Source: an optimization exercise on an open RTL-to-GDS flow (aim: small area and a short achievable clock period). Production flows keep margins and buffers that such runs may drop. At most, simulation tests tie the RTL to the original design; equivalence was not proved. No functional check of the RTL was part of run 1. No activity file was given, so power comes from the tool's default toggle rates.

<file path="flow/design.v">
package bpu_pkg;
   typedef enum logic [1:0] {
      TGT_NONE   = 2'd0,
      TGT_CALL   = 2'd1,
      TGT_RETURN = 2'd2,
      TGT_IMM    = 2'd3
   } target_type_e;
   typedef enum logic [3:0] {
      CMP_NEVER  = 4'b0000,
      CMP_LTU    = 4'b0010,
      CMP_LT     = 4'b0011,
      CMP_EQ     = 4'b0100,
      CMP_NE     = 4'b1010,
      CMP_GEU    = 4'b1100,
      CMP_GE     = 4'b1101,
      CMP_ALWAYS = 4'b1110
   } cmp_op_e;
endpackage
module branch_unit_top (
   input  logic                          clk,
   input  logic                          reset_i,
   input  logic                          issue_valid_i,
   input  logic [31:0]                   pc_i,
   input  logic [31:0]                   target_i,
   input  bpu_pkg::target_type_e         target_type_i,
   input  bpu_pkg::cmp_op_e              cmp_type_i,
   input  logic [31:0]                   r0_i,
   input  logic [31:0]                   r1_i,
   output logic                          flush_o,
   output logic [31:0]                   redirect_pc_o,
   output logic                          taken_o,
   output logic                          resolve_valid_o,
   output logic [16-1:0] miss_count_o
);
   localparam int PHT_N = 1 << 6;
   localparam int HB    = 6;
   localparam int PB    = 3;
   logic [1:0]    pht_q [PHT_N];
   logic [HB-1:0] ghr_q;
   logic [31:0]   ras_q [8];
   localparam int RD = 8;
   logic [RD-1:0] top_q;           
   logic [3:0]    cmp;
   logic [1:0]    tt;
   logic          is_call, is_ret, call_v, ret_v;
   logic [HB-1:0] idx0;
   logic [31:0]   ras_top;
   logic [31:0]   a, b;
   logic          lt, eq, taken0;
   logic [1:0]    pred0;
   logic [7:0]    tok0;
   logic          force0;
   logic [PB-1:0] rest0;
   logic [RD-1:0] rest0_oh;
   logic [31:0]   pc_p4;
   assign cmp     = cmp_type_i;
   assign tt      = target_type_i;
   assign is_call = tt == bpu_pkg::TGT_CALL;
   assign is_ret  = tt == bpu_pkg::TGT_RETURN;
   assign call_v  = issue_valid_i && is_call;
   assign ret_v   = issue_valid_i && is_ret;
   assign force0  = is_call || is_ret || cmp == bpu_pkg::CMP_ALWAYS;
   assign idx0 = pc_i[2 +: HB] ^ ghr_q;
   always_comb begin
      for (int j = 0; j < 2; j++)
         pred0[j] = force0 || pht_q[{j[0], idx0[4:0]}][1];
   end
   always_comb begin
      ras_top = '0;
      for (int j = 0; j < RD; j++)
         ras_top = ras_top | (top_q[j] ? ras_q[j] : 32'd0);
   end
   always_comb begin
      for (int k = 0; k < 8; k++)
         tok0[k] = !is_ret || ras_top[4*k +: 4] == target_i[4*k +: 4];
   end
   assign a  = {r0_i[31] ^ cmp[0], r0_i[30:0]};
   assign b  = {r1_i[31] ^ cmp[0], r1_i[30:0]};
   assign lt = b < a;
   assign eq = b == a;
   assign taken0 = eq ? cmp[2] : (lt ? cmp[1] : cmp[3]);
   always_comb begin
      case (tt)
         bpu_pkg::TGT_CALL:   rest0_oh = {top_q[RD-2:0], top_q[RD-1]};
         bpu_pkg::TGT_RETURN: rest0_oh = {top_q[0], top_q[RD-1:1]};
         default:             rest0_oh = top_q;
      endcase
      rest0 = '0;
      for (int j = 0; j < RD; j++)
         rest0 = rest0 | (rest0_oh[j] ? j[PB-1:0] : '0);
   end
   assign pc_p4 = pc_i + 32'd4;
   logic          va_q;
   logic          taken_a;
   logic [1:0]    pred_a_q;
   logic [7:0]    tok_a_q;
   logic [31:0]   tgt_a_q, pcp4_a_q;
   logic [HB-1:0] idx_a_q;
   logic [HB-2:0] hist_a_q;
   logic [PB-1:0] rest_a_q;
   always_ff @(posedge clk) begin
      if (reset_i) va_q <= 1'b0;
      else         va_q <= issue_valid_i;
   end
   always_ff @(posedge clk) begin
      taken_a   <= taken0;
      pred_a_q  <= pred0;
      tok_a_q   <= tok0;
      tgt_a_q   <= target_i;
      pcp4_a_q  <= pc_p4;
      idx_a_q   <= idx0;
      hist_a_q  <= ghr_q[HB-2:0];
      rest_a_q  <= rest0;
   end
   logic pred_a, miss_a;
   assign pred_a = pred_a_q[idx_a_q[5]];
   assign miss_a = taken_a ? !(pred_a && (&tok_a_q)) : pred_a;
   logic [3:0]    sel0_b_q, sel1_b_q, sel2_b_q;
   logic [HB-2:0] hist_b_q;
   logic [PB-1:0] rest_b_q;
   logic [3:0][1:0] cnt_b_q;
   logic [3:0][1:0] cnt_rd, cnt_st;
   logic [1:0]    cnt_nx, cnt_d;
   logic [3:0]    dec0_a, dec1_a, dec2_a;
   logic          same_lo;
   always_ff @(posedge clk) begin
      if (reset_i) begin
         resolve_valid_o <= 1'b0;
         flush_o         <= 1'b0;
         miss_count_o    <= '0;
      end else begin
         resolve_valid_o <= va_q;
         flush_o         <= va_q && miss_a;
         if (va_q && miss_a && !(&miss_count_o))
            miss_count_o <= miss_count_o + 1'b1;
      end
   end
   always_comb begin
      dec0_a = '0;
      dec1_a = '0;
      dec2_a = '0;
      dec0_a[idx_a_q[1:0]] = 1'b1;
      dec1_a[idx_a_q[3:2]] = 1'b1;
      dec2_a[idx_a_q[5:4]] = 1'b1;
   end
   assign same_lo = |(sel0_b_q & dec0_a) && |(sel1_b_q & dec1_a);
   function automatic logic [1:0] step(input logic [1:0] c, input logic up);
      step[1] = (c[1] & c[0]) | (up & (c[1] | c[0]));
      step[0] = (c[1] & !c[0]) | (up & (c[1] | !c[0]));
   endfunction
   always_comb begin
      for (int j = 0; j < 4; j++) begin
         cnt_rd[j] = pht_q[{j[1:0], idx_a_q[3:0]}];
         cnt_st[j] = (same_lo && sel2_b_q[j]) ? step(cnt_nx, taken_a) : step(cnt_rd[j], taken_a);
      end
   end
   always_ff @(posedge clk) begin
      sel0_b_q <= (va_q && !reset_i) ? dec0_a : 4'b0000;
      sel1_b_q <= dec1_a;
      sel2_b_q <= dec2_a;
   end
   always_ff @(posedge clk) begin
      taken_o       <= taken_a;
      redirect_pc_o <= taken_a ? tgt_a_q : pcp4_a_q;
      hist_b_q      <= hist_a_q;
      rest_b_q      <= rest_a_q;
      cnt_b_q       <= cnt_st;
   end
   always_comb begin
      cnt_nx = 2'b00;
      for (int j = 0; j < 4; j++)
         cnt_nx = cnt_nx | (sel2_b_q[j] ? cnt_b_q[j] : 2'b00);
   end
   assign cnt_d = reset_i ? 2'b01 : cnt_nx;
   always_ff @(posedge clk) begin
      for (int i = 0; i < PHT_N; i++) begin
         if (reset_i || (sel0_b_q[i % 4] && sel1_b_q[(i / 4) % 4] && sel2_b_q[i / 16]))
            pht_q[i] <= cnt_d;
      end
   end
   always_ff @(posedge clk) begin
      if (reset_i)
         ghr_q <= '0;
      else if (resolve_valid_o)
         ghr_q <= {flush_o ? hist_b_q : ghr_q[HB-2:0], taken_o};
   end
   always_ff @(posedge clk) begin
      if (reset_i) begin
         top_q <= '0;
         top_q[RD-1] <= 1'b1;
      end else if (flush_o) begin  
         top_q <= '0;
         top_q[rest_b_q] <= 1'b1;
      end else if (call_v) begin
         top_q <= {top_q[RD-2:0], top_q[RD-1]};
      end else if (ret_v) begin
         top_q <= {top_q[0], top_q[RD-1:1]};
      end
   end
   always_ff @(posedge clk) begin
      for (int j = 0; j < RD; j++)
         if (call_v && top_q[(j + RD - 1) % RD])
            ras_q[j] <= pc_p4;
   end
endmodule
</file>
<file path="flow/flow/run.sh">
#!/bin/bash
set -euo pipefail
export CTS_ARGS="-sink_clustering_enable -repair_clock_nets -dont_use_dummy_load -buf_list sky130_fd_sc_hd__clkbuf_8 -sink_clustering_size 16 -sink_clustering_max_diameter 60"
export BUFFER_PORTS_ARGS="-buffer_cell sky130_fd_sc_hd__buf_1"
bash standard.sh > flow.log 2>&1
</file>
<file path="flow/standard.sh">
#!/bin/bash
# synth_recipe.tcl (not shown) runs the flow's synth.tcl, then flattens the netlist and writes it again
# the make line also repeats each setting of config.mk as NAME=value (left out here)
make -C /OpenROAD-flow-scripts/flow DESIGN_CONFIG=/design/flow/config.mk WORK_HOME=/design/flow/orfs CLKGATE_MAP_FILE= SYNTH_SCRIPT=/design/flow/synth_recipe.tcl "${@:-finish}"
</file>
<file path="flow/config.mk">
export PLATFORM = sky130hd
export DESIGN_NAME = branch_unit_top
export DESIGN_NICKNAME = branch_unit_top
export VERILOG_FILES = /design/flow/design.v
export SDC_FILE = /design/flow/constraint.sdc
export NUM_CORES = 4
export LEC_CHECK = 0
export CAP_MARGIN = 20
export CORE_MARGIN = 2
export CORE_UTILIZATION = 40
export SETUP_SLACK_MARGIN = 2.35
export SLEW_MARGIN = 20
</file>
<file path="flow/constraint.sdc">
create_clock -name core_clock -period 4.5 [get_ports {clk}]
set_input_delay 0.9000 -clock core_clock [delete_from_list [all_inputs] [get_ports {clk}]]
set_output_delay 0.9000 -clock core_clock [all_outputs]
set_load 0.01 [all_outputs]
</file>
==> flow_summary_export.csv, run 1 <==
group,metric,value,unit
critical_path,startpoint_type,"register",
status,status,"complete, no violations",
job,cap_violations,0,
finish,multi_input_area,8130,sq um
finish,seqCellArea,15200,sq um
sta,hold_viol,0,
critical_path,slowest_delay,0.61,ns
sta,period_needed,2.28,ns
synthesis,yosys_warnings,3,
synthesis,syn_nets,1886,
critical_path,critPathKind,"register to register",
synthesis,ys_top_cells_by_area,"edfxtp_1, dfxtp_1, a22oi_1",
critical_path,slowest_stage,"a222oi_1",
cts,clk_pin_slew_worst_paths,0.10,ns
finish,stdcell_count,2705,
synthesis,synth_flop_cell,"edfxtp_1",
global_route,grt_remaining_overflow,0,
critical_path,cp.arrival,2.85,ns
floorplanning,ios,188,
critical_path,r2r_setup_slack,2.22,ns
synthesis,ys_types,93,
critical_path,reg2reg_depth,7,
synthesis,synth_cells,1710,
sta,fin_tns_setup,0,ns
global_route,grt_first_pass_wirelength,98.5,mm
floorplanning,die_w,244,um
critical_path,crit_fanout,5,
route,viasPerCell,5.92,
sta,setup_violations,0,
placement,place_congestion,0.940,
finish,fill_cells,5194,
cts,htree_levels,2,
global_route,antenna_found_initial,2,
power,power.density,391,nW/um^2
critical_path,required,5.07,ns
critical_path,critPathCaptureType,"register",
cts,clock_latency,0.67,ns
cts,cts_inserted_buffers,44,
floorplanning,dieArea,59800,sq um
floorplanning,initial_utilization,0.402,
synthesis,synth_edf_count,384,
sta,max_slew_margin,0.346,
route,wl_per_cell,24.9,um
cts,clockBufferDepth,3,
floorplanning,die_h,244,um
power,leakagePower,0.00926,uW
cts,root_buffer,"clkbuf_8",
critical_path,cp-endpoint,"cnt_b_q[5]$_DFF_P_",
critical_path,r2r-end,"cnt_b_q[5]$_DFF_P_",
global_route,grt_pass1_vias,15500,
cts,cts_tree,"yes",
synthesis,async_flop_share,0,
floorplanning,fp.coreArea,57500,sq um
route,vias,16000,
sta,report.final.slew_viol_count,0,
critical_path,crit_chain,"buf_6, mux2_4, o2bb2ai_2, a222oi_1, a311oi_2, a22oi_1, nand2_1",
global_route,grt_start_max_net_pins,65,
power,ir_worst_vdd,0.238,mV
sta,rsz0062_at_grt,"yes",
synthesis,synth_top_area_frac,0.499,
sta,period_share,0.507,
synthesis,syn-cell-area,23100,sq um
synthesis,yosys_register_bits,567,
critical_path,cp-startpoint,"idx_a_q[2]$_DFF_P_",
sta,tightest_slew,0.981,ns
route,drc,0,
sta,finClkSkew,0.0988,ns
finish,syn2layout_area_growth,16.3,%
synthesis,yosysTopAreaCell,"edfxtp_1",
route,first_iter_violations,1883,
critical_path,reg2reg_from,"idx_a_q[2]$_DFF_P_",
finish,finish.utilization,0.468,
floorplanning,num_rows,88,
route,first_pass_iters,5,
route,drt_wl_total,67.5,mm
finish,nets,2116,
finish,drive_gt1_frac,0.224,
placement,dp.cells,2586,
route,drtAntennaViolNets,0,
cts,cts.sinks,567,
placement,port-buffer-count,187,
synthesis,ys_seq_area_frac,0.657,
global_route,grtUsageTotal,0.218,
placement,dp_hpwl,41.0,mm
synthesis,syn_area_per_cell,13.5,sq um
min_path,hold_path.class,"register to register",
sta,clock.fmax,439,MHz
[routing by layer]
layer	share of wire	vias to the layer above	global-route usage
li1	-	7056	-
met1	0.43	8040	0.311
met2	0.46	779	0.340
met3	0.084	135	0.0373
met4	0.030	0	0.0658
met5	0	-	0
[how the worst min path moves through the flow]
stage / endpoint / from / slack, ns / cells after the start
after floorplan: hist_b_q[0]$_DFF_P_ / hist_a_q[0]$_DFF_P_ / 0.31 / 0
after global placement: hist_b_q[1]$_DFF_P_ / hist_a_q[1]$_DFF_P_ / 0.31 / 0
after detailed placement: rest_b_q[2]$_DFF_P_ / rest_a_q[2]$_DFF_P_ / 0.31 / 0
after CTS: rest_b_q[2]$_DFF_P_ / rest_a_q[2]$_DFF_P_ / 0.28 / 0
after global routing: rest_b_q[2]$_DFF_P_ / rest_a_q[2]$_DFF_P_ / 0.26 / 0
final: rest_b_q[2]$_DFF_P_ / rest_a_q[2]$_DFF_P_ / 0.26 / 0
[sequential cells by signal, summed over array words and instances (netlist names), 2 cells and up]
signal / flops
cnt_b_q: 8
ghr_q: 6
hist_a_q: 5
hist_b_q: 5
idx_a_q: 6
miss_count_o: 16
pcp4_a_q: 32
pht_q: 128
pred_a_q: 2
ras_q: 256
redirect_pc_o: 32
rest_a_q: 3
rest_b_q: 3
sel0_b_q: 4
sel1_b_q: 4
sel2_b_q: 4
tgt_a_q: 32
tok_a_q: 8
top_q: 8
[critical path, delay by kind of cell (launching register included)]
kind,cells,cell delay (ns)
AO/OA/AOI/OAI,4,1.24
buffers and inverters,1,0.12
AND/OR/NAND/NOR,1,0.08
multiplexers,1,0.32
flip-flops,1,0.42
[timing repair]
action / in CTS / in global routing
resized for setup: 100 / 83
setup endpoints to repair: 349 / 191
gates cloned: 3 / 11
setup buffers: 26 / 33
endpoints found under the hold margin: 0 / 0
pin swaps: 12 / 47
hold buffers: 0 / 0
[power by group]
group          internal [uW]  leakage, uW  switching, uW
registers               6020      0.00509            263
logic                    711      0.00385           1090
clock network            876     0.000316           1570
[cells in the mapped netlist (26+ instances only)]
master,n
nor2_1,65
a31o_2,66
nand3_1,43
o21ai_0,27
mux2i_1,26
mux2_2,39
dfxtp_1,183
xnor2_1,30
xor2_1,46
a22oi_1,144
ha_1,39
a21oi_1,52
nand2_1,67
clkbuf_1,74
edfxtp_1,384
nand4_1,62
inv_1,50
[cell usage in the layout, fill, tap and decap left out, types with 11 or more instances in the layout]
| cell | instances |
|---|---|
| edfxtp_1 | 384 |
| a22oi_1 | 142 |
| buf_4 | 77 |
| xnor2_1 | 16 |
| clkbuf_8 | 44 |
| a31o_2 | 66 |
| buf_1 | 166 |
| a211oi_1 | 12 |
| a21oi_1 | 46 |
| nor2_1 | 57 |
| and3_1 | 11 |
| mux2_2 | 39 |
| ha_1 | 35 |
| dfxtp_1 | 156 |
| dfxtp_2 | 20 |
| nand4_1 | 62 |
| xnor2_2 | 11 |
| nand3_1 | 39 |
| nand2b_1 | 14 |
| nor3_1 | 14 |
| mux2i_1 | 25 |
| nor2b_1 | 12 |
| inv_1 | 47 |
| o21ai_0 | 23 |
| xor2_1 | 42 |
| nand2_1 | 62 |
[cell type report]
class | instances | area share
diodes | 2 | 0.000186
clock buffers | 44 | 0.0225
inverters | 55 | 0.00805
multi-input cells | 984 | 0.302
flip-flops and latches | 567 | 0.567
well taps | 765 | 0.0356
repair buffers | 287 | 0.0646
repair inverters | 1 | 0.000186
[per-stage QoR]
stage / total power (uW) / worst slack, ns / instance area (sq um) / hold WS [ns]
after detailed placement: 7900 / 1.04 / 24900 / 0.313
after CTS: 10400 / 2.30 / 26100 / 0.275
after global routing: 10900 / 2.22 / 26900 / 0.261
after global placement: 7880 / 1.11 / 24900 / 0.310
final: 10500 / 2.22 / 26900 / 0.262
after floorplan: 7260 / 2.16 / 23500 / 0.310
[cells by family after synthesis]
logic type	count (synthesis)	share of synthesized area
buffers and inverters	168	0.0301
AND/OR/NAND/NOR	361	0.0860
AO/OA/AOI/OAI	415	0.134
flip-flops	567	0.657
multiplexers	79	0.0388
XOR/XNOR	79	0.0319
adder cells (fa/ha/maj)	41	0.0220
==> run 2: changes to the inputs <==
--- a/flow/design.v
+++ b/flow/design.v
@@ -41,4 +41,6 @@
    localparam int RD = 8;
    logic [RD-1:0] top_q;           
+   logic [3:0]    sel0_b_q, sel1_b_q, sel2_b_q;
+   logic [1:0]    cnt_nx;
    logic [3:0]    cmp;
    logic [1:0]    tt;
@@ -48,5 +50,7 @@
    logic [31:0]   a, b;
    logic          lt, eq, taken0;
-   logic [1:0]    pred0;
+   logic [1:0]    pred0, hit1_0;
+   logic [1:0][1:0] raw0;
+   logic [3:0]    dec0_0, dec1_0;
    logic [7:0]    tok0;
    logic          force0;
@@ -63,6 +67,13 @@
    assign idx0 = pc_i[2 +: HB] ^ ghr_q;
    always_comb begin
-      for (int j = 0; j < 2; j++)
-         pred0[j] = force0 || pht_q[{j[0], idx0[4:0]}][1];
+      dec0_0 = '0;
+      dec1_0 = '0;
+      dec0_0[idx0[1:0]] = 1'b1;
+      dec1_0[idx0[3:2]] = 1'b1;
+      for (int j = 0; j < 2; j++) begin
+         raw0[j]   = pht_q[{j[0], idx0[4:0]}];
+         pred0[j]  = force0 || raw0[j][1];
+         hit1_0[j] = |(sel0_b_q & dec0_0) && |(sel1_b_q & dec1_0) && sel2_b_q[{j[0], idx0[4]}];
+      end
    end
    always_comb begin
@@ -93,5 +104,7 @@
    logic          va_q;
    logic          taken_a;
-   logic [1:0]    pred_a_q;
+   logic [1:0]    pred_a_q, hit1_a_q;
+   logic [1:0][1:0] raw_a_q;
+   logic [1:0]    nx1_a_q;
    logic [7:0]    tok_a_q;
    logic [31:0]   tgt_a_q, pcp4_a_q;
@@ -106,4 +119,7 @@
       taken_a   <= taken0;
       pred_a_q  <= pred0;
+      raw_a_q   <= raw0;
+      hit1_a_q  <= hit1_0;
+      nx1_a_q   <= cnt_nx;
       tok_a_q   <= tok0;
       tgt_a_q   <= target_i;
@@ -116,12 +132,10 @@
    assign pred_a = pred_a_q[idx_a_q[5]];
    assign miss_a = taken_a ? !(pred_a && (&tok_a_q)) : pred_a;
-   logic [3:0]    sel0_b_q, sel1_b_q, sel2_b_q;
    logic [HB-2:0] hist_b_q;
    logic [PB-1:0] rest_b_q;
-   logic [3:0][1:0] cnt_b_q;
-   logic [3:0][1:0] cnt_rd, cnt_st;
-   logic [1:0]    cnt_nx, cnt_d;
+   logic [1:0][1:0] cnt_b_q, cnt_cur, cnt_st;
+   logic [1:0]    cnt_d;
    logic [3:0]    dec0_a, dec1_a, dec2_a;
-   logic          same_lo;
+   logic [1:0]    hit2;
    always_ff @(posedge clk) begin
       if (reset_i) begin
@@ -144,5 +158,4 @@
       dec2_a[idx_a_q[5:4]] = 1'b1;
    end
-   assign same_lo = |(sel0_b_q & dec0_a) && |(sel1_b_q & dec1_a);
    function automatic logic [1:0] step(input logic [1:0] c, input logic up);
       step[1] = (c[1] & c[0]) | (up & (c[1] | c[0]));
@@ -150,7 +163,8 @@
    endfunction
    always_comb begin
-      for (int j = 0; j < 4; j++) begin
-         cnt_rd[j] = pht_q[{j[1:0], idx_a_q[3:0]}];
-         cnt_st[j] = (same_lo && sel2_b_q[j]) ? step(cnt_nx, taken_a) : step(cnt_rd[j], taken_a);
+      for (int j = 0; j < 2; j++) begin
+         hit2[j]    = |(sel0_b_q & dec0_a) && |(sel1_b_q & dec1_a) && sel2_b_q[{j[0], idx_a_q[4]}];
+         cnt_cur[j] = hit2[j] ? cnt_nx : (hit1_a_q[j] ? nx1_a_q : raw_a_q[j]);
+         cnt_st[j]  = step(cnt_cur[j], taken_a);
       end
    end
@@ -167,9 +181,5 @@
       cnt_b_q       <= cnt_st;
    end
-   always_comb begin
-      cnt_nx = 2'b00;
-      for (int j = 0; j < 4; j++)
-         cnt_nx = cnt_nx | (sel2_b_q[j] ? cnt_b_q[j] : 2'b00);
-   end
+   assign cnt_nx = (sel2_b_q[3] | sel2_b_q[2]) ? cnt_b_q[1] : cnt_b_q[0];
    assign cnt_d = reset_i ? 2'b01 : cnt_nx;
    always_ff @(posedge clk) begin
==> flow_summary_export.csv, run 2 <==
group,metric,value,unit
route,wl_per_cell,24.3,um
finish,syn2layout_area_growth,16.6,%
power,switchingPower,2800,uW
floorplanning,ios,188,
cts,cts_inserted_buffers,46,
sta,rsz0062_at_grt,"yes",
finish,top_register,"ras_q",
synthesis,synth_flop_cell,"edfxtp_1",
floorplanning,die_h,240,um
power,p_clk_frac,0.240,
cts,clk_pin_slew_worst_paths,0.09,ns
synthesis,synth.most_common_cell,"edfxtp_1",
status,status,"complete, no violations",
route,viasPerCell,5.72,
synthesis,ys_seq_area_frac,0.684,
synthesis,yosys-top-cells-count,"edfxtp_1, dfxtp_1, a22oi_1",
min_path,hold_depth,0,
cts,hold_buffers,0,
min_path,hold_path.class,"register to register",
cts,cts_tree,"yes",
finish,nets,1986,
sta,period_share,0.500,
synthesis,yosysTopAreaCell,"edfxtp_1",
sta,fin_tns_setup,0,ns
finish,drive_gt1_frac,0.232,
cts,clockBufferDepth,3,
finish,stdcell_count,2560,
route,vias,14600,
critical_path,critPathCaptureType,"register",
power,pwr-share-comb,0.149,
global_route,grt_pass1_vias,14800,
power,power.density,401,nW/um^2
cts,root_buffer,"clkbuf_8",
cts,clock_latency,0.67,ns
finish,final_cell_mix,"edfxtp_1, buf_1, dfxtp_1",
power,leakagePower,0.00890,uW
synthesis,async_flop_share,0,
route,first_iter_violations,1420,
power,ir_worst_vdd,0.284,mV
synthesis,ys_types,67,
synthesis,yosys_register_bits,571,
synthesis,synth_top_area_frac,0.516,
power,cellInternalPower,7640,uW
sta,period_needed,2.25,ns
global_route,grtUsageTotal,0.215,
route,drc,0,
critical_path,r2r_setup_slack,2.28,ns
floorplanning,dieArea,57700,sq um
critical_path,cp.arrival,2.75,ns
cts,htree_levels,2,
synthesis,ys_top_cells_by_area,"edfxtp_1, dfxtp_1, a22oi_1",
global_route,antenna_found_initial,5,
synthesis,syn_area_per_cell,14.1,sq um
route,first_pass_iters,7,
floorplanning,die_w,240,um
critical_path,reg2reg_depth,8,
sta,clock.fmax,445,MHz
global_route,grt_remaining_overflow,0,
min_path,hold_start,"hist_a_q[0]$_DFF_P_",
placement,dp.cells,2445,
critical_path,cp-startpoint,"pc_i[6]",
placement,port-buffer-count,187,
power,p_seq_frac,0.610,
sta,setup_violations,0,
critical_path,reg2reg_from,"ghr_q[4]$_SDFFE_PP0P_",
finish,reg_top3,"ras_q: 256 flops, pht_q: 128 flops",
global_route,grt_first_pass_wirelength,92.6,mm
floorplanning,initial_utilization,0.405,
floorplanning,fp.coreArea,55200,sq um
power,switching_share,0.268,
critical_path,startpoint_type,"input pin",
critical_path,required,5.00,ns
synthesis,yosys_warnings,3,
route,drt_wl_total,62.3,mm
critical_path,critPathKind,"input pin to register",
synthesis,syn-cell-area,22300,sq um
route,drtAntennaViolNets,0,
global_route,grt_start_max_net_pins,65,
sta,max_slew_margin,0.420,
floorplanning,num_rows,86,
placement,place_congestion,0.913,
finish,layout_commonest_cell,"edfxtp_1",
placement,dp_hpwl,37.0,mm
sta,hold_viol,0,
sta,tightest_slew,0.870,ns
sta,report.final.slew_viol_count,0,
synthesis,syn_nets,1759,
critical_path,crit_fanout,6,
synthesis,synth_cells,1583,
job,cap_violations,0,
cts,cts.sinks,571,
sta,finClkSkew,0.162,ns
finish,fill_cells,4869,
finish,largest_reg_flops,256,
synthesis,synth_edf_count,384,
[run 2: worst paths after layout]
kind | end
max | pred_a_q[0]$_DFF_P_
min reg2reg | hist_b_q[0]$_DFF_P_
max reg2reg | pred_a_q[0]$_DFF_P_
min | hist_b_q[0]$_DFF_P_
[run 2: power by group through the flow]
stage	Clock, uW	Sequential (uW)	Combinational (uW)
2_1_floorplan	0	6320	901
3_3_place_gp	0	6490	1320
3_5_place_dp	0	6480	1340
4_1_cts	2570	6370	1480
5_1_grt	2730	6400	1680
6_report	2510	6370	1560
[run 2: cells by family (layout without fill, tap and decap cells)]
kind of cell	count (synthesis)	count (layout)	share of synthesized area
other	0	4	0
AND/OR/NAND/NOR	303	310	0.0708
flip-flops	571	571	0.684
buffers and inverters	150	367	0.0263
XOR/XNOR	84	85	0.0345
multiplexers	82	82	0.0432
AO/OA/AOI/OAI	352	352	0.119
adder cells (fa/ha/maj)	41	41	0.0227
[run 2: through the flow]
stage | power (uW) | hold WS, ns | area [sq um] | util | worst slack [ns]
after floorplan | 7220 | 0.310 | 22900 | - | 2.15
after global placement | 7810 | 0.314 | 24300 | 0.440 | 0.988
final | 10400 | 0.277 | 26000 | 0.472 | 2.25
after global routing | 10800 | 0.284 | 26000 | 0.472 | 2.24
after CTS | 10400 | 0.284 | 25700 | 0.465 | 2.35
after detailed placement | 7820 | 0.314 | 24300 | 0.440 | 0.953
[run 2: routing by layer]
| metal | vias to the layer above | track usage | part of all wire |
|---|---|---|---|
| li1 | 6540 | - | - |
| met1 | 7340 | 0.281 | 0.41 |
| met2 | 613 | 0.363 | 0.48 |
| met3 | 143 | 0.0364 | 0.075 |
| met4 | 2 | 0.0685 | 0.030 |
| met5 | - | 0 | 0.00021 |
[run 2: cell type report]
type	count	area (sq um)	share of cell area
tap	748	936	0.0359
timing repair buffer	270	1640	0.0630
inverter	48	200	0.00769
clock buffer	46	633	0.0243
antenna	4	10.0	0.000384
multi-input combinational	870	7250	0.278
sequential	571	15400	0.589
timing repair inverter	3	22.5	0.000865
[run 2: worst max-delay path, stage by stage]
cell and delay [ns]:
clkbuf_4 0.19, xnor2_4 0.29, buf_6 0.15, clkinvlp_4 0.16, and3_1 0.22, o21ai_0 0.14, a21oi_1 0.10, nor4_2 0.42
nand4b_1 0.16
[run 2: timing repair]
action,in CTS,in global routing
cloned,10,4
resized for setup,98,47
setup endpoints to repair,504,140
setup buffers,41,10
pin swaps,13,20
==> run 3: changes to the inputs <==
--- a/flow/config.mk
+++ b/flow/config.mk
@@ -9,4 +9,4 @@
 export CORE_MARGIN = 2
 export CORE_UTILIZATION = 40
-export SETUP_SLACK_MARGIN = 2.35
+export SETUP_SLACK_MARGIN = 2.25
 export SLEW_MARGIN = 20
==> flow_summary_export.csv, run 3 <==
group,metric,value,unit
finish,largest_reg_flops,256,
global_route,grt_pass1_vias,14100,
power,ir_worst_vdd,0.277,mV
sta,rsz0062_at_grt,"yes",
cts,htree_levels,2,
synthesis,synth_cells,1583,
cts,clockBufferDepth,3,
global_route,grt_first_pass_wirelength,89.4,mm
finish,top_register,"ras_q",
finish,fill_cells,4975,
synthesis,yosys_warnings,3,
sta,period_needed,2.27,ns
power,power.density,404,nW/um^2
power,leakagePower,0.00876,uW
sta,period_share,0.505,
global_route,antenna_found_initial,5,
global_route,grt_remaining_overflow,0,
floorplanning,die_w,240,um
sta,fin_tns_setup,0,ns
job,cap_violations,0,
critical_path,crit_fanout,5,
finish,syn2layout_area_growth,15.1,%
cts,cts_inserted_buffers,46,
cts,clk_pin_slew_worst_paths,0.06,ns
floorplanning,ios,188,
cts,hold_buffers,0,
synthesis,yosys.area_share.simple,0.0708,
critical_path,cp.arrival,2.75,ns
synthesis,synth_top_family_by_area,"compound AO/OA/AOI/OAI gates",
synthesis,synthMuxAreaShare,0.0432,
sta,hold_viol,0,
status,status,"complete, no violations",
floorplanning,num_rows,86,
finish,drive_gt1_frac,0.205,
min_path,hold_start,"hist_a_q[3]$_DFF_P_",
placement,dp_hpwl,37.6,mm
placement,place_congestion,0.901,
finish,finish.utilization,0.466,
synthesis,yosys-top-cells-count,"edfxtp_1, dfxtp_1, a22oi_1",
route,vias,14600,
synthesis,synth-compound-area-share,0.119,
sta,clock.fmax,440,MHz
synthesis,synth_flop_cell,"edfxtp_1",
synthesis,yosysTopAreaCell,"edfxtp_1",
critical_path,critPathCaptureType,"register",
synthesis,ys_top_cells_by_area,"edfxtp_1, dfxtp_1, a22oi_1",
critical_path,critPathKind,"input pin to register",
synthesis,synth_xor_area_frac,0.0345,
finish,final_cell_mix,"edfxtp_1, buf_1, dfxtp_1",
cts,cts.sinks,571,
synthesis,synth_adder_area_share,0.0227,
sta,finClkSkew,0.138,ns
cts,clock_latency,0.70,ns
finish,reg_top3,"ras_q: 256 flops, pht_q: 128 flops",
cts,root_buffer,"clkbuf_8",
global_route,grt_start_max_net_pins,65,
synthesis,ys_seq_area_frac,0.684,
synthesis,syn_area_per_cell,14.1,sq um
critical_path,startpoint_type,"input pin",
synthesis,syn_nets,1759,
floorplanning,initial_utilization,0.405,
placement,port-buffer-count,187,
floorplanning,die_h,240,um
route,wl_per_cell,24.7,um
synthesis,ys_types,67,
cts,cts_tree,"yes",
sta,setup_violations,0,
sta,report.final.slew_viol_count,0,
synthesis,synth.most_common_cell,"edfxtp_1",
synthesis,synth_edf_count,384,
floorplanning,dieArea,57700,sq um
sta,tightest_slew,1.01,ns
critical_path,reg2reg_from,"ghr_q[1]$_SDFFE_PP0P_",
route,first_pass_iters,6,
synthesis,syn-cell-area,22300,sq um
route,drt_wl_total,63.1,mm
route,drc,0,
min_path,hold_path.class,"register to register",
floorplanning,fp.coreArea,55200,sq um
critical_path,required,4.98,ns
synthesis,async_flop_share,0,
sta,max_slew_margin,0.327,
global_route,grtUsageTotal,0.208,
finish,layout_commonest_cell,"edfxtp_1",
critical_path,cp-startpoint,"pc_i[5]",
route,viasPerCell,5.71,
synthesis,synth_top_area_frac,0.516,
route,drtAntennaViolNets,0,
finish,nets,1982,
route,first_iter_violations,1581,
synthesis,yosys_register_bits,571,
[run 3: worst max-delay path, stage by stage]
cell and delay, ns:
buf_12 0.11, xnor2_4 0.26, buf_12 0.17, mux4_2 0.52
a221oi_2 0.34, a211oi_2 0.08, nor4_1 0.23, o221ai_1 0.15
[run 3: routing by layer]
metal  part of all wire  global-route usage
met2               0.48               0.336
met3              0.069              0.0355
met1               0.43               0.289
met5            0.00062                   0
met4              0.024              0.0627
[run 3: cells by family (layout without fill, tap and decap cells)]
logic type                 Yosys count  in the layout
DFF                                571            571
AOI/OAI and AO/OA                  352            352
and+or+nand+nor                    303            308
buffers and inverters              150            366
xor gates and xnor gates            84             84
muxes                               82             82
adders and majority gates           41             41
other                                0              1
[run 3: per-stage QoR]
stage	hold WS [ns]	total power (uW)	setup WS, ns	instances	area, sq um
after floorplan	0.310	7210	2.14	1583	22700
after global placement	0.311	7800	0.907	2452	24200
after detailed placement	0.313	7810	0.907	2452	24200
after CTS	0.300	10300	2.10	2509	25000
after global routing	0.327	10800	2.12	2553	25700
final	0.330	10400	2.23	2553	25700
[run 3: area by class of cell]
class                      instances  area, sq um  area share
multi-input combinational        867         7050       0.274
inverter                          48          199     0.00774
tap                              748          936      0.0364
timing repair buffer             271         1570      0.0611
sequential                       571        15300       0.596
clock buffer                      46          633      0.0246
timing repair inverter             1         5.00    0.000195
antenna                            1         2.50   0.0000974
[run 3: power breakdown]
part | internal [uW] | switching [uW]
registers | 6100 | 293
clock network | 914 | 1590
logic | 595 | 899
[run 3: timing repair]
item	in CTS	in global routing
gates resized for setup	49	65
pin swaps	5	23
setup endpoints to repair	408	183
cloned	1	11
setup buffers	10	32
[run 3: final timing paths]
| check | end | slack (ns) | cells past startpoint |
|---|---|---|---|
| hold reg to reg | hist_b_q[3]$_DFF_P_ | 0.33 | 0 |
| setup reg to reg | pred_a_q[1]$_DFF_P_ | 2.31 | 7 |
| hold / removal | hist_b_q[3]$_DFF_P_ | 0.33 | 0 |
| setup / recovery | raw_a_q[2]$_DFF_P_ | 2.23 | 8 |
==> run 4: changes to the inputs <==
--- a/flow/config.mk
+++ b/flow/config.mk
@@ -9,4 +9,4 @@
 export CORE_MARGIN = 2
 export CORE_UTILIZATION = 40
-export SETUP_SLACK_MARGIN = 2.25
+export SETUP_SLACK_MARGIN = 2.3
 export SLEW_MARGIN = 20
==> flow_summary_export.csv, run 4 <==
group,metric,value,unit
floorplanning,die_h,240,um
route,wl_met3,3.52,mm
synthesis,yosys_register_bits,571,
finish,drive_gt1_frac,0.214,
route,drt-met1-wl,26.7,mm
power,ir_worst_vdd,0.339,mV
critical_path,cp_common_cell,"buf_12",
sta,period_share,0.488,
route,wl_met2,30.4,mm
global_route,grt_remaining_overflow,0,
cts,cts.sinks,571,
global_route,grtUsageTotal,0.213,
min_path,hold_depth,0,
placement,pre_cts_ws,1.06,ns
global_route,grt_start_max_net_pins,66,
critical_path,crit_fanout,11,
finish,seqCellArea,15300,sq um
global_route,grt_pass1_vias,14400,
synthesis,synth_edf_count,384,
placement,port-buffer-count,187,
finish,fill_cells,4922,
critical_path,reg2reg_from,"top_q[3]$_SDFFE_PP0P_",
status,status,"complete, no violations",
cts,cts_inserted_buffers,45,
finish,multi_input_area,7200,sq um
finish,reg_top3,"ras_q: 256 flops, pht_q: 128 flops",
critical_path,cp.arrival,2.65,ns
sta,finClkSkew,0.103,ns
finish,layout_commonest_cell,"edfxtp_1",
synthesis,syn_nets,1759,
power,leakagePower,0.00882,uW
floorplanning,ios,188,
finish,final_cell_mix,"edfxtp_1, buf_1, dfxtp_1",
synthesis,yosys-top-cells-count,"edfxtp_1, dfxtp_1, a22oi_1",
critical_path,reg2reg_depth,5,
sta,max_slew_margin,0.382,
placement,dp_hpwl,38.2,mm
route,wl_per_cell,24.3,um
synthesis,syn-cell-area,22300,sq um
critical_path,critPathCaptureType,"register",
synthesis,ys_top_cells_by_area,"edfxtp_1, dfxtp_1, a22oi_1",
sta,clock.fmax,456,MHz
synthesis,synth_top_area_frac,0.516,
critical_path,crit_chain,"buf_4, xnor2_4, buf_12, buf_12, mux2_2, a22oi_2, o32ai_2, nor4_2, nand4b_1",
sta,report.final.slew_viol_count,0,
synthesis,synth.most_common_cell,"edfxtp_1",
route,drt_wl_total,62.0,mm
finish,top_register,"ras_q",
synthesis,yosys_warnings,3,
synthesis,async_flop_share,0,
cts,cts_tree,"yes",
critical_path,slowest_stage,"mux2_2",
cts,hold_buffers,0,
sta,setup_ws,2.31,ns
floorplanning,fp.coreArea,55200,sq um
floorplanning,die_w,240,um
route,drtAntennaViolNets,0,
finish,syn2layout_area_growth,16.0,%
route,highest_layer,"met5",
min_path,hold_path.class,"register to register",
critical_path,r2r_setup_slack,2.35,ns
min_path,hold_start,"rest_a_q[1]$_DFF_P_",
critical_path,slowest_delay,0.37,ns
critical_path,critPathKind,"input pin to register",
synthesis,yosysTopAreaCell,"edfxtp_1",
job,cap_violations,0,
critical_path,required,4.95,ns
sta,hold_slack,0.288,ns
synthesis,syn_area_per_cell,14.1,sq um
global_route,antenna_found_initial,2,
sta,rsz0062_at_grt,"yes",
finish,nets,1985,
sta,fin_tns_setup,0,ns
floorplanning,initial_utilization,0.405,
cts,clk_pin_slew_worst_paths,0.09,ns
synthesis,ys_seq_area_frac,0.684,
finish,largest_reg_flops,256,
route,first_iter_violations,1125,
sta,hold_viol,0,
min_path,whs_endpoint,"rest_b_q[1]$_DFF_P_",
route,vias,14400,
sta,tightest_slew,0.926,ns
cts,htree_levels,2,
synthesis,ys_types,67,
route,drc,0,
finish,finish.utilization,0.469,
route,viasPerCell,5.65,
synthesis,synth_flop_cell,"edfxtp_1",
route,first_pass_iters,5,
power,power.density,399,nW/um^2
cts,clock_latency,0.68,ns
cts,root_buffer,"clkbuf_8",
placement,place_congestion,0.932,
global_route,grt_first_pass_wirelength,91.6,mm
synthesis,synth_cells,1583,
floorplanning,dieArea,57700,sq um
critical_path,r2r-end,"tok_a_q[1]$_DFF_P_",
critical_path,startpoint_type,"input pin",
floorplanning,num_rows,86,
sta,period_needed,2.20,ns
sta,setup_violations,0,
cts,clockBufferDepth,3,
[run 4: cell counts after synthesis]
Identical to the previous run, type by type.
[run 4: report_power, final]
group / leakage (uW) / internal (uW) / switching [uW]
Combinational: 0.00338 / 611 / 902
Clock: 0.000324 / 896 / 1560
Sequential: 0.00512 / 6100 / 273
Total: 0.00882 / 7610 / 2740
[run 4: worst max-delay path by stage]
stage                           startpoint                     to  slack (ns)
after floorplan                    pc_i[6]     raw_a_q[0]$_DFF_P_        2.14
after global placement             pc_i[3]    pred_a_q[1]$_DFF_P_        1.14
after detailed placement           pc_i[3]    pred_a_q[1]$_DFF_P_        1.06
after CTS                          pc_i[2]    pred_a_q[1]$_DFF_P_        2.25
after global routing      target_type_i[1]  top_q[0]$_SDFFE_PP0P_        2.25
final                              pc_i[6]    pred_a_q[0]$_DFF_P_        2.31
[run 4: timing repair]
action                                  in CTS  in global routing
buffers inserted                            26                 18
endpoints found under the hold margin        0                  0
endpoints found under the setup margin     349                136
gates cloned                                 7                  4
pin swaps                                   13                 21
resized for setup                           74                 56
[run 4: layer usage]
metal / GRT usage / up-vias
met2: 0.361 / 481
li1: - / 6539
met3: 0.0323 / 104
met5: 0 / -
met1: 0.285 / 7320
met4: 0.0546 / 2
[run 4: worst max-delay path, delay by kind of cell]
family	cells	cell delay [ns]
compound gates	2	0.30
xor+xnor	1	0.18
buf+inv	3	0.45
mux	1	0.37
simple gates	2	0.44
[run 4: kinds of logic after synthesis]
| kind of cell | after synthesis | share of synthesized area |
|---|---|---|
| flip-flops | 571 | 0.684 |
| buffers and inverters | 150 | 0.0263 |
| multiplexers | 82 | 0.0432 |
| adder cells (fa/ha/maj) | 41 | 0.0227 |
| XOR/XNOR | 84 | 0.0345 |
| AO/OA/AOI/OAI | 352 | 0.119 |
| AND/OR/NAND/NOR | 303 | 0.0708 |
[run 4: metrics by stage]
step / area, sq um / total power [uW] / std cells
2_1_floorplan: 22700 / 7220 / 1583
3_3_place_gp: 24200 / 7800 / 2455
3_5_place_dp: 24200 / 7820 / 2455
4_1_cts: 25500 / 10400 / 2533
5_1_grt: 25900 / 10800 / 2555
6_report: 25900 / 10300 / 2557
[run 4: final cells by class]
class	count	share of cell area
diodes	2	0.000193
clock buffers	45	0.0239
inverters	48	0.00753
multi-input cells	868	0.278
flip-flops and latches	571	0.591
well taps	748	0.0361
repair buffers	274	0.0625
repair inverters	1	0.000290
==> run 5: changes to the inputs <==
--- a/flow/design.v
+++ b/flow/design.v
@@ -50,6 +50,6 @@
    logic [31:0]   a, b;
    logic          lt, eq, taken0;
-   logic [1:0]    pred0, hit1_0;
-   logic [1:0][1:0] raw0;
+   logic [3:0]    hit1_0;
+   logic [3:0][1:0] raw0;
    logic [3:0]    dec0_0, dec1_0;
    logic [7:0]    tok0;
@@ -71,8 +71,7 @@
       dec0_0[idx0[1:0]] = 1'b1;
       dec1_0[idx0[3:2]] = 1'b1;
-      for (int j = 0; j < 2; j++) begin
-         raw0[j]   = pht_q[{j[0], idx0[4:0]}];
-         pred0[j]  = force0 || raw0[j][1];
-         hit1_0[j] = |(sel0_b_q & dec0_0) && |(sel1_b_q & dec1_0) && sel2_b_q[{j[0], idx0[4]}];
+      for (int j = 0; j < 4; j++) begin
+         raw0[j]   = pht_q[{j[1:0], idx0[3:0]}];
+         hit1_0[j] = |(sel0_b_q & dec0_0) && |(sel1_b_q & dec1_0) && sel2_b_q[j];
       end
    end
@@ -104,6 +103,7 @@
    logic          va_q;
    logic          taken_a;
-   logic [1:0]    pred_a_q, hit1_a_q;
-   logic [1:0][1:0] raw_a_q;
+   logic          force_a_q;
+   logic [3:0]    hit1_a_q;
+   logic [3:0][1:0] raw_a_q;
    logic [1:0]    nx1_a_q;
    logic [7:0]    tok_a_q;
@@ -118,5 +118,5 @@
    always_ff @(posedge clk) begin
       taken_a   <= taken0;
-      pred_a_q  <= pred0;
+      force_a_q <= force0;
       raw_a_q   <= raw0;
       hit1_a_q  <= hit1_0;
@@ -130,5 +130,5 @@
    end
    logic pred_a, miss_a;
-   assign pred_a = pred_a_q[idx_a_q[5]];
+   assign pred_a = force_a_q || raw_a_q[idx_a_q[5:4]][1];
    assign miss_a = taken_a ? !(pred_a && (&tok_a_q)) : pred_a;
    logic [HB-2:0] hist_b_q;
@@ -163,8 +163,8 @@
    endfunction
    always_comb begin
-      for (int j = 0; j < 2; j++) begin
-         hit2[j]    = |(sel0_b_q & dec0_a) && |(sel1_b_q & dec1_a) && sel2_b_q[{j[0], idx_a_q[4]}];
-         cnt_cur[j] = hit2[j] ? cnt_nx : (hit1_a_q[j] ? nx1_a_q : raw_a_q[j]);
-         cnt_st[j]  = step(cnt_cur[j], taken_a);
+      for (int k = 0; k < 2; k++) begin
+         hit2[k]    = |(sel0_b_q & dec0_a) && |(sel1_b_q & dec1_a) && sel2_b_q[{k[0], idx_a_q[4]}];
+         cnt_cur[k] = hit2[k] ? cnt_nx : (hit1_a_q[{k[0], idx_a_q[4]}] ? nx1_a_q : raw_a_q[{k[0], idx_a_q[4]}]);
+         cnt_st[k]  = step(cnt_cur[k], taken_a);
       end
    end
@@ -183,7 +183,11 @@
    assign cnt_nx = (sel2_b_q[3] | sel2_b_q[2]) ? cnt_b_q[1] : cnt_b_q[0];
    assign cnt_d = reset_i ? 2'b01 : cnt_nx;
+   logic [3:0] wr0, wr1, wr2;
+   assign wr0 = sel0_b_q | {4{reset_i}};
+   assign wr1 = sel1_b_q | {4{reset_i}};
+   assign wr2 = sel2_b_q | {4{reset_i}};
    always_ff @(posedge clk) begin
       for (int i = 0; i < PHT_N; i++) begin
-         if (reset_i || (sel0_b_q[i % 4] && sel1_b_q[(i / 4) % 4] && sel2_b_q[i / 16]))
+         if (wr0[i % 4] && wr1[(i / 4) % 4] && wr2[i / 16])
             pht_q[i] <= cnt_d;
       end
==> flow_summary_export.csv, run 5 <==
group,metric,value,unit
status,status,"complete, no violations",
synthesis,yosysTopAreaCell,"edfxtp_1",
placement,dp_hpwl,36.6,mm
cts,cts.sinks,576,
global_route,antenna_found_initial,4,
synthesis,synth_edf_count,384,
synthesis,synthMuxAreaShare,0.0420,
floorplanning,fp.coreArea,55200,sq um
route,vias,14300,
critical_path,critPathCaptureType,"register",
sta,setup_violations,0,
critical_path,cp.arrival,2.83,ns
critical_path,slowest_stage,"mux4_2",
synthesis,yosys.area_share.simple,0.0680,
synthesis,ys_top_cells_by_area,"edfxtp_1, dfxtp_1, a22oi_1",
sta,clock.fmax,450,MHz
route,drt_wl_total,60.0,mm
synthesis,synth_cells,1590,
critical_path,critPathKind,"register to register",
critical_path,crit_chain,"mux4_2, o2111ai_2, o311a_4, nand2_4, or4_4, a21oi_2",
floorplanning,ios,188,
sta,period_needed,2.22,ns
floorplanning,die_w,240,um
sta,hold_viol,0,
finish,final_cell_mix,"edfxtp_1, buf_1, dfxtp_1",
route,drc,0,
synthesis,yosys-top-cells-count,"edfxtp_1, dfxtp_1, a22oi_1",
critical_path,slowest_delay,0.57,ns
finish,layout_commonest_cell,"edfxtp_1",
placement,port-buffer-count,187,
min_path,hold_path.class,"register to register",
power,power.density,404,nW/um^2
placement,place_congestion,0.852,
finish,drive_gt1_frac,0.200,
synthesis,syn-cell-area,22300,sq um
critical_path,crit_fanout,4,
synthesis,synth_top_area_frac,0.516,
finish,top_register,"ras_q",
power,power,10300,uW
cts,root_buffer,"clkbuf_8",
synthesis,yosys_warnings,3,
floorplanning,initial_utilization,0.405,
cts,cts_tree,"yes",
finish,nets,1967,
route,first_iter_violations,1325,
global_route,grt_first_pass_wirelength,88.3,mm
synthesis,synth_xor_area_frac,0.0321,
sta,period_share,0.494,
sta,report.final.slew_viol_count,0,
global_route,grt_pass1_vias,14400,
synthesis,yosys_register_bits,576,
synthesis,async_flop_share,0,
critical_path,startpoint_type,"register",
sta,rsz0062_at_grt,"yes",
finish,syn2layout_area_growth,14.0,%
synthesis,ys_types,67,
critical_path,required,5.11,ns
synthesis,synth-compound-area-share,0.121,
finish,largest_reg_flops,256,
synthesis,ys_seq_area_frac,0.688,
cts,clockBufferDepth,3,
global_route,grtUsageTotal,0.205,
sta,tightest_slew,1.00,ns
synthesis,synth.most_common_cell,"edfxtp_1",
power,leakagePower,0.00877,uW
finish,reg_top3,"ras_q: 256 flops, pht_q: 128 flops",
sta,hold_slack,0.329,ns
floorplanning,dieArea,57800,sq um
global_route,grt_remaining_overflow,0,
sta,fin_tns_setup,0,ns
cts,clk_pin_slew_worst_paths,0.10,ns
synthesis,synth_top_family_by_area,"compound AO/OA/AOI/OAI gates",
synthesis,syn_nets,1766,
route,first_pass_iters,6,
cts,cts_inserted_buffers,46,
route,viasPerCell,5.63,
synthesis,synth_flop_cell,"edfxtp_1",
power,ir_worst_vdd,0.275,mV
route,wl_per_cell,23.6,um
synthesis,syn_area_per_cell,14.1,sq um
floorplanning,num_rows,86,
sta,max_slew_margin,0.328,
cts,clock_latency,0.69,ns
cts,htree_levels,2,
global_route,grt_start_max_net_pins,65,
floorplanning,die_h,240,um
route,drtAntennaViolNets,0,
job,cap_violations,0,
synthesis,synth_adder_area_share,0.0236,
sta,finClkSkew,0.116,ns
-- run 5: repair_timing --
| item | CTS | global route |
|---|---|---|
| gates resized for setup | 82 | 49 |
| pin swaps | 9 | 13 |
| hold buffers | 0 | 0 |
| setup buffers | 24 | 5 |
| gates cloned | 1 | 2 |
| setup endpoints to repair | 405 | 189 |
-- run 5: final cells by class --
cell class / instances / area [sq um]
sequential: 576 / 15500
inverter: 49 / 190
clock buffer: 46 / 633
antenna: 4 / 10.0
tap: 748 / 936
fill: 4900 / 29700
multi-input combinational: 868 / 6990
timing repair buffer: 250 / 1250
-- run 5: logic make-up (layout without fill, tap and decap cells) --
kind of cell	count (synthesis)	count (layout)
simple gates	301	302
other cells	0	4
compound gates	363	363
buf+inv	149	345
fa+ha+maj	43	43
flops	576	576
mux	76	76
xor+xnor	82	84
-- run 5: worst paths after layout --
kind / endpoint / startpoint / cells after the start / slack (ns)
setup reg to reg: miss_count_o[9]$_SDFFE_PP0P_ / idx_a_q[4]$_DFF_P_ / 6 / 2.28
hold reg to reg: hist_b_q[0]$_DFF_P_ / hist_a_q[0]$_DFF_P_ / 0 / 0.33
setup / recovery: miss_count_o[9]$_SDFFE_PP0P_ / idx_a_q[4]$_DFF_P_ / 6 / 2.28
hold / removal: hist_b_q[0]$_DFF_P_ / hist_a_q[0]$_DFF_P_ / 0 / 0.33
-- run 5: where the power goes --
group / switching [uW] / internal, uW / leakage, uW
combinational: 876 / 536 / 0.00328
sequential: 233 / 6130 / 0.00516
clock: 1620 / 914 / 0.000331
-- run 5: worst max-delay path, delay by kind of cell, from the launching register on --
| kind | cells | cell delay [ns] |
|---|---|---|
| AO/OA/AOI/OAI | 3 | 0.65 |
| flip-flops | 1 | 0.38 |
| multiplexers | 1 | 0.57 |
| AND/OR/NAND/NOR | 2 | 0.54 |
-- run 5: metal layers --
layer | track usage | wire [um] | vias to the layer above | share of wire
met5 | 0 | 0 | - | 0
met4 | 0.0715 | 1570 | 0 | 0.026
met3 | 0.0374 | 4400 | 109 | 0.073
met2 | 0.341 | 29300 | 562 | 0.49
met1 | 0.271 | 24700 | 7169 | 0.41
li1 | - | - | 6474 | -
-- run 5: per-stage QoR --
stage                     setup slack (ns)  instances  cell area [sq um]  utilization
after detailed placement             0.775       2459              24200        0.438
after CTS                             2.23       2530              25200        0.457
final                                 2.28       2541              25500        0.462
after global routing                  2.21       2540              25500        0.462
after global placement               0.868       2459              24200        0.438
after floorplan                       2.06       1590              22700            -
==> run 6: changes to the inputs <==
--- a/flow/config.mk
+++ b/flow/config.mk
@@ -8,5 +8,5 @@
 export CAP_MARGIN = 20
 export CORE_MARGIN = 2
-export CORE_UTILIZATION = 40
+export CORE_UTILIZATION = 60
 export SETUP_SLACK_MARGIN = 2.3
 export SLEW_MARGIN = 20
==> flow_summary_export.csv, run 6 <==
group,metric,value,unit
placement,port-buffer-count,187,
critical_path,critPathKind,"register to register",
cts,htree_levels,2,
floorplanning,fp.coreArea,36600,sq um
finish,drive_gt1_frac,0.175,
route,vias,14300,
finish,fill_cells,2653,
cts,clock_latency,0.66,ns
finish,syn2layout_area_growth,11.3,%
synthesis,yosys-top-cells-count,"edfxtp_1, dfxtp_1, a22oi_1",
synthesis,synth_edf_count,384,
route,first_iter_violations,1450,
synthesis,ys_types,67,
cts,hold_buffers,0,
global_route,grt_pass1_vias,14200,
route,first_pass_iters,6,
sta,fin_tns_setup,0,ns
route,drc,0,
critical_path,reg2reg_depth,7,
global_route,grt_start_max_net_pins,65,
placement,place_congestion,0.955,
critical_path,r2r_setup_slack,2.17,ns
finish,nets,1953,
finish,diodes,0,
floorplanning,die_w,197,um
synthesis,syn_area_per_cell,14.1,sq um
critical_path,path_depth,7,
sta,finClkSkew,0.0662,ns
synthesis,synth_flop_cell,"edfxtp_1",
critical_path,cp-startpoint,"idx_a_q[4]$_DFF_P_",
finish,stdcell_count,2243,
status,status,"complete, no violations",
cts,root_buffer,"clkbuf_8",
critical_path,required,5.04,ns
route,viasPerCell,6.39,
critical_path,slowest_delay,0.59,ns
global_route,grt_first_pass_wirelength,84.9,mm
synthesis,yosys_warnings,3,
global_route,busiest_layer,"met2",
sta,rsz0062_at_grt,"yes",
finish,final_cell_mix,"edfxtp_1, buf_1, dfxtp_1",
synthesis,synth.most_common_cell,"edfxtp_1",
placement,dp_hpwl,34.9,mm
power,ir_worst_vdd,0.289,mV
sta,clock.fmax,430,MHz
synthesis,ys_top_cells_by_area,"edfxtp_1, dfxtp_1, a22oi_1",
finish,finish.utilization,0.679,
job,cap_violations,0,
min_path,hold_start,"rest_a_q[2]$_DFF_P_",
floorplanning,die_h,197,um
synthesis,synth_top_area_frac,0.516,
sta,tightest_slew,1.13,ns
sta,period_share,0.517,
cts,clk_pin_slew_worst_paths,0.10,ns
global_route,grt_remaining_overflow,0,
critical_path,startpoint_type,"register",
global_route,grtUsageTotal,0.295,
route,wl_per_cell,25.2,um
cts,clockBufferDepth,3,
critical_path,cp_top_family,"compound AO/OA/AOI/OAI gates",
critical_path,crit_fanout,3,
global_route,met1_usage,0.390,
critical_path,critPathCaptureType,"register",
placement,dp.cells,2177,
global_route,met2_usage,0.497,
sta,hold_slack,0.330,ns
floorplanning,num_rows,70,
route,drtAntennaViolNets,0,
critical_path,r2r-end,"miss_count_o[9]$_SDFFE_PP0P_",
sta,max_slew_margin,0.241,
critical_path,reg2reg_from,"idx_a_q[4]$_DFF_P_",
global_route,antenna_found_initial,0,
critical_path,slowest_stage,"mux4_2",
cts,cts_inserted_buffers,43,
sta,report.final.slew_viol_count,0,
synthesis,ys_seq_area_frac,0.688,
floorplanning,dieArea,38800,sq um
global_route,use_met3,0.0395,
critical_path,cp-endpoint,"miss_count_o[9]$_SDFFE_PP0P_",
finish,layout_commonest_cell,"edfxtp_1",
floorplanning,ios,188,
sta,hold_viol,0,
sta,setup_violations,0,
synthesis,yosys_register_bits,576,
cts,cts_tree,"yes",
floorplanning,initial_utilization,0.610,
route,drt_wl_total,56.6,mm
finish,top_register,"ras_q",
synthesis,async_flop_share,0,
critical_path,cp.arrival,2.86,ns
critical_path,path_buf_inv,1,
power,power.density,409,nW/um^2
min_path,hold_path.class,"register to register",
synthesis,syn_nets,1766,
sta,period_needed,2.33,ns
finish,reg_top3,"ras_q: 256 flops, pht_q: 128 flops",
synthesis,yosysTopAreaCell,"edfxtp_1",
finish,largest_reg_flops,256,
power,leakagePower,0.00863,uW
synthesis,synth_cells,1590,
cts,cts.sinks,576,
critical_path,crit_chain,"buf_12, mux4_2, o2111ai_4, o311a_4, nand2_4, or4_4, a21oi_2",
synthesis,syn-cell-area,22300,sq um
-- run 6: how the worst min path moves through the flow --
stage                           to  cells after the start  slack (ns)
3_5_place_dp   hist_b_q[2]$_DFF_P_                      0        0.31
5_1_grt        hist_b_q[2]$_DFF_P_                      0        0.34
6_report       rest_b_q[2]$_DFF_P_                      0        0.33
2_1_floorplan  hist_b_q[0]$_DFF_P_                      0        0.31
4_1_cts        rest_b_q[1]$_DFF_P_                      0        0.33
3_3_place_gp   rest_b_q[1]$_DFF_P_                      0        0.31
-- run 6: metal layers --
| layer | share of wire | up-vias |
|---|---|---|
| met5 | 0 | - |
| li1 | - | 6443 |
| met3 | 0.070 | 116 |
| met4 | 0.036 | 0 |
| met1 | 0.40 | 7084 |
| met2 | 0.50 | 696 |
-- run 6: cell families after synthesis --
family	Yosys count	share of synthesized area
DFF	576	0.688
AOI/OAI and AO/OA	363	0.121
and+or+nand+nor	301	0.0680
buffers and inverters	149	0.0255
xor gates and xnor gates	82	0.0321
muxes	76	0.0420
adders and majority gates	43	0.0236
-- run 6: final cells by class --
type                            instances  area, sq um  area share
Clock buffer                           43          592      0.0238
Multi-Input combinational cell        869         6950       0.279
Sequential cell                       576        15400       0.620
Tap cell                              468          586      0.0235
Timing Repair Buffer                  238         1130      0.0456
Inverter                               49          190     0.00765
-- run 6: worst register-to-register path, delay by kind of cell (launching register included) --
family / cells / cell delay, ns
compound gates: 3 / 0.65
buf+inv: 1 / 0.11
flops: 1 / 0.35
mux: 1 / 0.59
simple gates: 2 / 0.54
-- run 6: through the flow --
step	worst slack, ns	total power [uW]	area [sq um]
2_1_floorplan	2.06	7240	22700
6_report	2.17	10200	24900
3_3_place_gp	1.18	7780	23800
5_1_grt	2.12	10500	24900
4_1_cts	2.14	10200	24600
3_5_place_dp	1.12	7800	23800
-- run 6: what timing repair did --
item,4_1_cts,5_1_grt
buffers inserted,14,5
endpoints found under the setup margin,388,214
gates resized for setup,46,37
gates cloned,2,2
pin swaps,8,8
-- run 6: power by group --
group	switching, uW	internal (uW)	total, uW	leakage [uW]
Combinational	840	522	1360	0.00318
Sequential	271	6130	6400	0.00514
Clock	1540	859	2400	0.000309
==> run 7: changes to the inputs <==
--- a/flow/config.mk
+++ b/flow/config.mk
@@ -8,5 +8,5 @@
 export CAP_MARGIN = 20
 export CORE_MARGIN = 2
-export CORE_UTILIZATION = 60
+export CORE_UTILIZATION = 50
 export SETUP_SLACK_MARGIN = 2.3
 export SLEW_MARGIN = 20
==> flow_summary_export.csv, run 7 <==
group,metric,value,unit
finish,layout_commonest_cell,"edfxtp_1",
floorplanning,dieArea,46400,sq um
sta,hold_viol,0,
synthesis,ys_types,67,
sta,finClkSkew,0.0672,ns
cts,hold_buffers,0,
finish,drive_gt1_frac,0.189,
status,status,"complete, no violations",
floorplanning,fp.coreArea,44100,sq um
global_route,grt_pass1_vias,14300,
placement,dp_hpwl,35.6,mm
route,vias,14300,
global_route,grt_start_max_net_pins,67,
global_route,grtUsageTotal,0.248,
critical_path,required,5.08,ns
route,drc,0,
route,first_iter_violations,1323,
power,ir_worst_vdd,0.268,mV
power,switchingPower,2670,uW
synthesis,ys_top_cells_by_area,"edfxtp_1, dfxtp_1, a22oi_1",
synthesis,yosys-top-cells-count,"edfxtp_1, dfxtp_1, a22oi_1",
power,pwr-share-comb,0.136,
finish,seqCellArea,15400,sq um
floorplanning,ios,188,
synthesis,syn_nets,1766,
cts,root_buffer,"clkbuf_8",
synthesis,syn_area_per_cell,14.1,sq um
sta,report.final.slew_viol_count,0,
critical_path,cp.arrival,2.83,ns
finish,top_register,"ras_q",
power,power,10200,uW
critical_path,startpoint_type,"register",
critical_path,reg2reg_from,"raw_a_q[3]$_DFF_P_",
critical_path,reg2reg_depth,6,
critical_path,r2r-end,"miss_count_o[9]$_SDFFE_PP0P_",
critical_path,crit_fanout,4,
finish,final_cell_mix,"edfxtp_1, buf_1, dfxtp_1",
critical_path,r2r_setup_slack,2.26,ns
synthesis,synth_cells,1590,
min_path,hold_depth,0,
route,drt_wl_total,58.4,mm
synthesis,synth_edf_count,384,
job,cap_violations,0,
synthesis,yosys_register_bits,576,
synthesis,yosysTopAreaCell,"edfxtp_1",
sta,period_needed,2.24,ns
cts,clockBufferDepth,3,
route,drtAntennaViolNets,0,
floorplanning,num_rows,77,
floorplanning,die_h,215,um
sta,setup_violations,0,
synthesis,syn-cell-area,22300,sq um
min_path,hold_start,"rest_a_q[2]$_DFF_P_",
synthesis,ys_seq_area_frac,0.688,
sta,max_slew_margin,0.411,
synthesis,async_flop_share,0,
power,switching_share,0.261,
global_route,grt_remaining_overflow,0,
power,p_seq_frac,0.624,
route,viasPerCell,6.01,
placement,place_congestion,0.933,
power,leakagePower,0.00877,uW
critical_path,critPathCaptureType,"register",
power,power.density,404,nW/um^2
synthesis,synth_flop_cell,"edfxtp_1",
floorplanning,initial_utilization,0.506,
placement,port-buffer-count,187,
sta,rsz0062_at_grt,"yes",
finish,reg_top3,"ras_q: 256 flops, pht_q: 128 flops",
cts,cts_inserted_buffers,44,
finish,nets,1968,
cts,cts.sinks,576,
power,cellInternalPower,7540,uW
min_path,hold_path.class,"register to register",
floorplanning,die_w,215,um
sta,clock.fmax,446,MHz
cts,clk_pin_slew_worst_paths,0.10,ns
finish,multi_input_area,6960,sq um
critical_path,critPathKind,"register to register",
route,first_pass_iters,7,
min_path,whs_endpoint,"rest_b_q[2]$_DFF_P_",
cts,htree_levels,2,
finish,syn2layout_area_growth,13.1,%
global_route,grt_first_pass_wirelength,86.8,mm
cts,cts_tree,"yes",
global_route,antenna_found_initial,1,
power,p_clk_frac,0.239,
synthesis,synth_top_area_frac,0.516,
sta,fin_tns_setup,0,ns
synthesis,yosys_warnings,3,
route,wl_per_cell,24.5,um
finish,largest_reg_flops,256,
cts,clock_latency,0.65,ns
sta,period_share,0.498,
finish,fill_cells,3675,
synthesis,synth.most_common_cell,"edfxtp_1",
sta,tightest_slew,0.884,ns
## run 7: cell counts after synthesis
Identical to the previous run, type by type.
## run 7: area by class of cell
| class | instances | area share |
|---|---|---|
| sequential | 576 | 0.611 |
| inverter | 49 | 0.00738 |
| multi-input combinational | 868 | 0.275 |
| clock buffer | 44 | 0.0240 |
| tap | 592 | 0.0293 |
| antenna | 1 | 0.0000990 |
| timing repair buffer | 253 | 0.0533 |
## run 7: worst max path at each step
stage | from | to | slack [ns] | depth (start not counted)
6_report | raw_a_q[3]$_DFF_P_ | miss_count_o[9]$_SDFFE_PP0P_ | 2.26 | 6
5_1_grt | raw_a_q[3]$_DFF_P_ | miss_count_o[13]$_SDFFE_PP0P_ | 2.18 | 8
4_1_cts | raw_a_q[3]$_DFF_P_ | miss_count_o[9]$_SDFFE_PP0P_ | 2.22 | 6
3_5_place_dp | pc_i[4] | ras_q[5][31]$_DFFE_PP_ | 0.80 | 7
3_3_place_gp | pc_i[4] | ras_q[5][31]$_DFFE_PP_ | 0.94 | 7
2_1_floorplan | pc_i[5] | ras_q[0][31]$_DFFE_PP_ | 2.06 | 7
## run 7: through the flow
| step | worst slack (ns) | std cells | hold WS, ns | cell area (sq um) | utilization |
|---|---|---|---|---|---|
| 6_report | 2.26 | 2383 | 0.287 | 25300 | 0.573 |
| 5_1_grt | 2.18 | 2383 | 0.294 | 25300 | 0.573 |
| 2_1_floorplan | 2.06 | 1590 | 0.310 | 22700 | - |
| 3_5_place_dp | 0.797 | 2300 | 0.312 | 24000 | 0.543 |
| 3_3_place_gp | 0.935 | 2300 | 0.312 | 24000 | 0.543 |
| 4_1_cts | 2.22 | 2369 | 0.287 | 25000 | 0.566 |
## run 7: what timing repair did
action	4_1_cts	5_1_grt
pin swaps	7	10
buffers inserted	23	11
resized for setup	64	47
gates cloned	2	2
setup endpoints to repair	445	123
## run 7: power by group through the flow
stage / combinational [uW] / clock [uW] / sequential [uW]
CTS: 1370 / 2500 / 6370
detailed placement: 1310 / 0 / 6500
finish: 1390 / 2440 / 6380
floorplan: 884 / 0 / 6360
global placement: 1290 / 0 / 6500
global route: 1520 / 2660 / 6410
## run 7: worst max-delay path, cell delays in order (launching register included)
cell       delay (ns)
dfxtp_4          0.38
mux4_2           0.58
o2111ai_4        0.24
o311a_4          0.29
nand2_4          0.07
or4_4            0.48
a21oi_2          0.12
## run 7: cell families (layout without fill, tap and decap cells)
family | Yosys count | count (layout) | synth area share
AOI/OAI and AO/OA | 363 | 363 | 0.121
DFF | 576 | 576 | 0.688
and+or+nand+nor | 301 | 301 | 0.0680
buffers and inverters | 149 | 346 | 0.0255
other | 0 | 1 | 0
muxes | 76 | 76 | 0.0420
adders and majority gates | 43 | 43 | 0.0236
xor gates and xnor gates | 82 | 85 | 0.0321
## run 7: routing by layer
metal / GRT usage / part of all wire / up-vias
li1: - / - / 6480
met1: 0.320 / 0.41 / 7222
met2: 0.431 / 0.51 / 514
met3: 0.0293 / 0.055 / 96
met4: 0.0940 / 0.030 / 0
met5: 0 / 0 / -

## re-timing with driven ports
The flow's constraints put no driver on any port. The routed layouts listed below were extracted and timed again, unchanged, in two steps.
Step 1 (the two cells are an assumption about what drives the block):
set clk [get_ports {clk}]
set_driving_cell -lib_cell sky130_fd_sc_hd__clkbuf_16 $clk
set_driving_cell -lib_cell sky130_fd_sc_hd__buf_2 [delete_from_list [all_inputs] $clk]
Step 2 times the ports against the registers' clock, not the clock port: input delays grow and output delays shrink by t, the midpoint of the rising clock arrivals with the driver on.
Slacks: no drivers / after step 1 / after step 2; pairs: no drivers / after step 1.
run | t, ns | setup slack, ns | worst setup path after step 2 | latest minus earliest clock arrival (ns)
run 1 | 0.684 | 2.220 / 2.220 / 1.631 | input to register | 0.099 / 0.100
run 2 | 0.653 | 2.251 / 2.237 / 1.584 | input to register | 0.167 / 0.167
run 3 | 0.684 | 2.226 / 2.232 / 1.548 | input to register | 0.140 / 0.140
run 4 | 0.685 | 2.305 / 2.288 / 1.603 | input to register | 0.103 / 0.103
run 5 | 0.689 | 2.275 / 2.275 / 1.628 | input to register | 0.116 / 0.116
run 6 | 0.681 | 2.175 / 2.175 / 1.673 | input to register | 0.067 / 0.067
run 7 | 0.674 | 2.257 / 2.257 / 1.635 | input to register | 0.068 / 0.067
After both steps every run listed still meets setup and hold. For run 4, which loses most, drivers alone change the setup slack by -0.017 ns; drivers and shift together by -0.702 ns.
